Context: an optimization exercise on an open-source flow, tuned for small area, a short achievable clock period and few clock cycles per item. The choices shown serve that exercise and are no tape-out recipe. Function was checked by simulation only, so behaviour that the tests miss may differ from the original. Power figures rest on the tool's default switching activity, not on a simulated workload.

Setup of north:
==> flow/design.v <==
module page_table_translate_lru_fifo_core #(
	parameter int MAX_ENTRIES = 16,
	parameter int ADDR_BITS   = 16
) (
	input  logic        clk,
	input  logic        arst_n,
	input  logic        push,
	output logic        full,
	input  logic [15:0] virtual_address,
	output logic        empty,
	input  logic        pop,
	output logic        fault,
	output logic [3:0]  frame,
	output logic [19:0] physical_address,
	input  logic        cfg_valid,
	output logic        cfg_ready,
	input  logic [1:0]  cfg_index,
	input  logic [15:0] cfg_data
);
	logic [15:0] ps_q;    
	logic [4:0]  n_q;     
	logic        pol_q;   
	logic [17:0] ps3_q;   
	assign cfg_ready = 1'b1;
	always_ff @(posedge clk or negedge arst_n) begin
		if (!arst_n) begin
			ps_q  <= 16'd256;
			n_q   <= 5'd16;
			pol_q <= 1'b0;
		end else if (cfg_valid) begin
			case (cfg_index)
				2'd0: ps_q <= (cfg_data == 16'd0) ? 16'd1 : cfg_data;
				2'd1: n_q <= (cfg_data[4:0] == 5'd0) ? 5'd1 :
				             (cfg_data[4] && (cfg_data[3:0] != 4'd0)) ? 5'd16 : cfg_data[4:0];
				2'd2: pol_q <= cfg_data[0];
				default: begin
				end
			endcase
		end
	end
	always_ff @(posedge clk) begin
		ps3_q <= {2'b00, ps_q} + {1'b0, ps_q, 1'b0};
	end
	logic [16:0] ps2;
	assign ps2 = {ps_q, 1'b0};
	logic adv;       
	logic hv_q, kv_q;
	assign adv   = !kv_q;
	assign full  = kv_q;
	assign empty = !hv_q;
	localparam logic [8:1] REGM = 8'b1111_1110;
	logic [15:0] xi [1:8], xs [1:8], xr [1:8];
	logic [15:0] qi [1:8], qs [1:8], qr [1:8];
	logic        vi [1:8], vr [1:8];
	genvar k;
	generate
		for (k = 1; k <= 8; k++) begin : g_div
			localparam int J = 16 - 2 * k;  
			localparam int W = 2 * k;       
			logic [W-1:0] t;
			logic [W:0]   d1, d2, d3;
			logic         c1, c2, c3;
			logic         z1, z2, z3;
			logic [W-1:0] nt;
			logic [1:0]   qb;
			logic [W-1:0] p3;   
			if (k == 1) begin : g_in
				assign xi[k] = virtual_address;
				assign qi[k] = 16'd0;
				assign vi[k] = push;
			end else if (REGM[k-1]) begin : g_reg
				assign xi[k] = xr[k-1];
				assign qi[k] = qr[k-1];
				assign vi[k] = vr[k-1];
			end else begin : g_comb
				assign xi[k] = xs[k-1];
				assign qi[k] = qs[k-1];
				assign vi[k] = vi[k-1];
			end
			assign t  = xi[k][15:J];
			assign z1 = (W >= 16) ? 1'b1 : (ps_q  >> W) == 16'd0;
			assign z2 = (ps2 >> W) == 17'd0;
			if (k <= 2) begin : g_z3
				assign p3 = ps_q[W-1:0] + {ps_q[W-2:0], 1'b0};
				assign z3 = (ps_q <= 16'(((1 << W) - 1) / 3));
			end else begin : g_z3r
				assign z3 = (ps3_q >> W) == 18'd0;
				assign p3 = ps3_q[W-1:0];
			end
			assign d1 = {1'b0, t} - {1'b0, ps_q[W-1:0]};
			assign d2 = {1'b0, t} - {1'b0, ps2[W-1:0]};
			assign d3 = {1'b0, t} - {1'b0, p3};
			assign c1 = z1 && !d1[W];
			assign c2 = z2 && !d2[W];
			assign c3 = z3 && !d3[W];
			assign qb = c3 ? 2'd3 : c2 ? 2'd2 : c1 ? 2'd1 : 2'd0;
			assign nt = c3 ? d3[W-1:0] : c2 ? d2[W-1:0] : c1 ? d1[W-1:0] : t;
			if (J > 0) begin : g_lo
				assign xs[k] = {nt, xi[k][J-1:0]};
			end else begin : g_last
				assign xs[k] = nt;
			end
			assign qs[k] = qi[k] | (16'(qb) << J);
			if (REGM[k]) begin : g_ff
				always_ff @(posedge clk or negedge arst_n) begin
					if (!arst_n) begin
						vr[k] <= 1'b0;
					end else if (adv) begin
						vr[k] <= vi[k];
					end
				end
				always_ff @(posedge clk) begin
					if (adv) begin
						xr[k] <= xs[k];
						qr[k] <= qs[k];
					end
				end
			end
		end
	endgenerate
	logic [15:0] e_pg [16];
	logic [3:0]  e_fr [16];
	logic [4:0]  vc_q;      
	logic [15:0] vm_q;      
	logic        ft_q;      
	logic [15:0] pre_d;
	logic        prv_d;
	logic [15:0] pre_q;
	logic        prv_q;
	logic [15:0] ugm_q;
	logic        urot_q, uwr_q;
	logic [15:0] ush, uwt;
	logic [15:0] pg_t;
	assign pg_t = qr[8];
	genvar j;
	generate
		for (j = 0; j < 16; j++) begin : g_pre
			assign pre_d[j] = (e_pg[j] == qs[8]);
		end
	endgenerate
	assign prv_d = (pg_t == qs[8]);
	logic        tp;        
	logic [15:0] eq, ge, first, top, inst, sh, wt;
	logic        hit, lru_hit, evict, install, rot;
	logic [3:0]  hf, nf;
	assign tp = adv && vr[8];
	always_comb begin
		for (int i = 0; i < 15; i++) top[i] = vm_q[i] & !vm_q[i+1];
		top[15] = vm_q[15];
		for (int i = 0; i < 15; i++) ush[i] = urot_q && ugm_q[i] && vm_q[i+1];
		ush[15] = 1'b0;
		uwt = top & {16{uwr_q}};
		for (int i = 0; i < 16; i++) begin
			if (ush[i]) eq[i] = pre_q[(i + 1) % 16];
			else if (uwt[i]) eq[i] = prv_q;
			else eq[i] = pre_q[i];
		end
		eq = eq & vm_q;
		ge[0] = eq[0];
		for (int i = 1; i < 16; i++) ge[i] = ge[i-1] | eq[i];
		first[0] = eq[0];
		for (int i = 1; i < 16; i++) first[i] = eq[i] & !ge[i-1];
		inst[0] = !vm_q[0];
		for (int i = 1; i < 16; i++) inst[i] = vm_q[i-1] & !vm_q[i];
		hit     = ge[15];
		lru_hit = hit && !pol_q;
		evict   = !hit && ft_q;
		install = !hit && !ft_q;
		rot     = lru_hit || evict;
		for (int i = 0; i < 15; i++) sh[i] = tp && vm_q[i+1] && (evict || (lru_hit && ge[i]));
		sh[15] = 1'b0;
		for (int i = 0; i < 16; i++) wt[i] = tp && ((rot && top[i]) || (install && inst[i]));
		hf = 4'd0;
		for (int i = 0; i < 16; i++) hf = hf | (first[i] ? e_fr[i] : 4'd0);
		nf = install ? vc_q[3:0] : (hit ? hf : e_fr[0]);
	end
	always_ff @(posedge clk) begin
		for (int i = 0; i < 16; i++) begin
			if (sh[i]) begin
				e_pg[i] <= e_pg[(i + 1) % 16];
				e_fr[i] <= e_fr[(i + 1) % 16];
			end else if (wt[i]) begin
				e_pg[i] <= pg_t;
				e_fr[i] <= nf;
			end
		end
	end
	logic [4:0]  vc_inc;
	logic [15:0] vm_same, vm_inc;
	assign vc_inc = vc_q + 5'd1;
	always_comb begin
		for (int i = 0; i < 16; i++) begin
			vm_same[i] = (5'(i) < vc_q)   && (5'(i) < n_q);
			vm_inc[i]  = (5'(i) < vc_inc) && (5'(i) < n_q);
		end
	end
	always_ff @(posedge clk or negedge arst_n) begin
		if (!arst_n) begin
			vc_q <= 5'd0;
			vm_q <= 16'd0;
			ft_q <= 1'b0;
		end else if (tp && install) begin
			vc_q <= vc_inc;
			vm_q <= vm_inc;
			ft_q <= (vc_inc >= n_q);
		end else begin
			vm_q <= vm_same;
			ft_q <= (vc_q >= n_q);
		end
	end
	logic        r_v_q, r_fault_q;
	logic [3:0]  r_frame_q;
	logic [15:0] r_off_q;
	always_ff @(posedge clk or negedge arst_n) begin
		if (!arst_n) begin
			r_v_q <= 1'b0;
		end else if (adv) begin
			r_v_q <= vr[8];
		end
	end
	always_ff @(posedge clk) begin
		if (adv) begin
			pre_q     <= pre_d;
			prv_q     <= prv_d;
			ugm_q     <= ge | {16{evict}};
			urot_q    <= tp && rot;
			uwr_q     <= tp && (rot || install);
			r_fault_q <= !hit;
			r_frame_q <= nf;
			r_off_q   <= xr[8];
		end
	end
	logic [19:0] phys_d;
	logic [17:0] m_lo, m_hi;
	always_comb begin
		case (r_frame_q[1:0])
			2'd0: m_lo = 18'd0;
			2'd1: m_lo = {2'b00, ps_q};
			2'd2: m_lo = {1'b0, ps2};
			default: m_lo = ps3_q;
		endcase
		case (r_frame_q[3:2])
			2'd0: m_hi = 18'd0;
			2'd1: m_hi = {2'b00, ps_q};
			2'd2: m_hi = {1'b0, ps2};
			default: m_hi = ps3_q;
		endcase
	end
	assign phys_d = r_fault_q ? 20'd0 : ({4'd0, r_off_q} + {2'd0, m_lo} + {m_hi, 2'b00});
	logic        h_fault_q, k_fault_q;
	logic [3:0]  h_frame_q, k_frame_q;
	logic [19:0] h_phys_q, k_phys_q;
	logic        rpush, hpop;
	assign rpush = adv && r_v_q;
	assign hpop  = pop && hv_q;
	always_ff @(posedge clk or negedge arst_n) begin
		if (!arst_n) begin
			hv_q <= 1'b0;
			kv_q <= 1'b0;
		end else begin
			if (hpop) begin
				hv_q <= kv_q || rpush;
				kv_q <= 1'b0;
			end else if (rpush) begin
				hv_q <= 1'b1;
				kv_q <= hv_q;
			end
		end
	end
	always_ff @(posedge clk) begin
		if (hpop && kv_q) begin
			h_fault_q <= k_fault_q;
			h_frame_q <= k_frame_q;
			h_phys_q  <= k_phys_q;
		end else if (rpush && (hpop || !hv_q)) begin
			h_fault_q <= r_fault_q;
			h_frame_q <= r_frame_q;
			h_phys_q  <= phys_d;
		end
		if (rpush && hv_q && !hpop) begin
			k_fault_q <= r_fault_q;
			k_frame_q <= r_frame_q;
			k_phys_q  <= phys_d;
		end
	end
	assign fault            = h_fault_q;
	assign frame            = h_frame_q;
	assign physical_address = h_phys_q;
endmodule
make LEC_CHECK=0 ABC_CLOCK_PERIOD_IN_PS=4000 CAP_MARGIN=20 CORE_MARGIN=2 CORE_UTILIZATION=55 CTS_CLUSTER_DIAMETER=90 CTS_CLUSTER_SIZE=25 SETUP_SLACK_MARGIN=2.7 SLEW_MARGIN=20 TNS_END_PERCENT=5 finish   # period 6.5 ns
run.sh (not shown) runs the stock make flow with config.mk's settings and CLKGATE_MAP_FILE= SYNTH_SCRIPT=/design/flow/synth_recipe.tcl, a recipe that flattens the netlist after the stock synthesis.
Testbench counts of north, summed over its fixed seeds: cycles 8,211, items 7,251.
#### Input delta (south over north)
--- a/flow/design.v
+++ b/flow/design.v
@@ -128,7 +128,6 @@
 	logic [15:0] pre_q;
 	logic        prv_q;
-	logic [15:0] ugm_q;
-	logic        urot_q, uwr_q;
-	logic [15:0] ush, uwt;
+	logic [15:0] ush_q;     
+	logic [15:0] uwt_q;     
 	logic [15:0] pg_t;
 	assign pg_t = qr[8];
@@ -146,12 +145,7 @@
 	assign tp = adv && vr[8];
 	always_comb begin
-		for (int i = 0; i < 15; i++) top[i] = vm_q[i] & !vm_q[i+1];
-		top[15] = vm_q[15];
-		for (int i = 0; i < 15; i++) ush[i] = urot_q && ugm_q[i] && vm_q[i+1];
-		ush[15] = 1'b0;
-		uwt = top & {16{uwr_q}};
 		for (int i = 0; i < 16; i++) begin
-			if (ush[i]) eq[i] = pre_q[(i + 1) % 16];
-			else if (uwt[i]) eq[i] = prv_q;
+			if (ush_q[i]) eq[i] = pre_q[(i + 1) % 16];
+			else if (uwt_q[i]) eq[i] = prv_q;
 			else eq[i] = pre_q[i];
 		end
@@ -161,4 +155,6 @@
 		first[0] = eq[0];
 		for (int i = 1; i < 16; i++) first[i] = eq[i] & !ge[i-1];
+		for (int i = 0; i < 15; i++) top[i] = vm_q[i] & !vm_q[i+1];
+		top[15] = vm_q[15];
 		inst[0] = !vm_q[0];
 		for (int i = 1; i < 16; i++) inst[i] = vm_q[i-1] & !vm_q[i];
@@ -223,7 +219,6 @@
 			pre_q     <= pre_d;
 			prv_q     <= prv_d;
-			ugm_q     <= ge | {16{evict}};
-			urot_q    <= tp && rot;
-			uwr_q     <= tp && (rot || install);
+			ush_q     <= sh;
+			uwt_q     <= wt;
 			r_fault_q <= !hit;
 			r_frame_q <= nf;
## What came out
Per the comparison of south with north, worst slack on hold paths was more or less identical, fraction of final layout cells with drive strength greater than 1 went down by 1.0 points, layout clock buffer count went up by about 4%. As of south, final total power had fallen by a few percent compared to north. On south: number of enable-type register cells in the synthesized netlist is 2.3% higher than what north gave.
Testbench counts of south, summed over its fixed seeds: cycles 8,211, items 7,251.

==> port drivers added, routing unchanged <==
The flow's constraints put no driver on any port. The routed layouts listed below were extracted and timed again, unchanged, in two steps. Step 1 (the two cells are an assumption about what drives the block):
set clk [get_ports {clk}]
set_driving_cell -lib_cell sky130_fd_sc_hd__clkbuf_16 $clk
set_driving_cell -lib_cell sky130_fd_sc_hd__buf_2 [delete_from_list [all_inputs] $clk]
Step 2, shift: input delay + t, output delay - t, t = (earliest + latest rising clock arrival at the registers) / 2. This alone moves slack from input paths to output paths. Three values: no drivers, after step 1, after step 2; two values: the first two.
run | t (ns) | setup slack, ns | worst slew at a driven data input, ns
north | 0.670 | 2.350 / 2.350 / 2.209 | 0.05
south | 0.671 | 2.637 / 2.653 / 2.008 | 0.10
After both steps setup and hold are still met in every run listed. For south, which loses most, drivers alone change the setup slack by +0.016 ns; drivers and shift together by -0.629 ns.
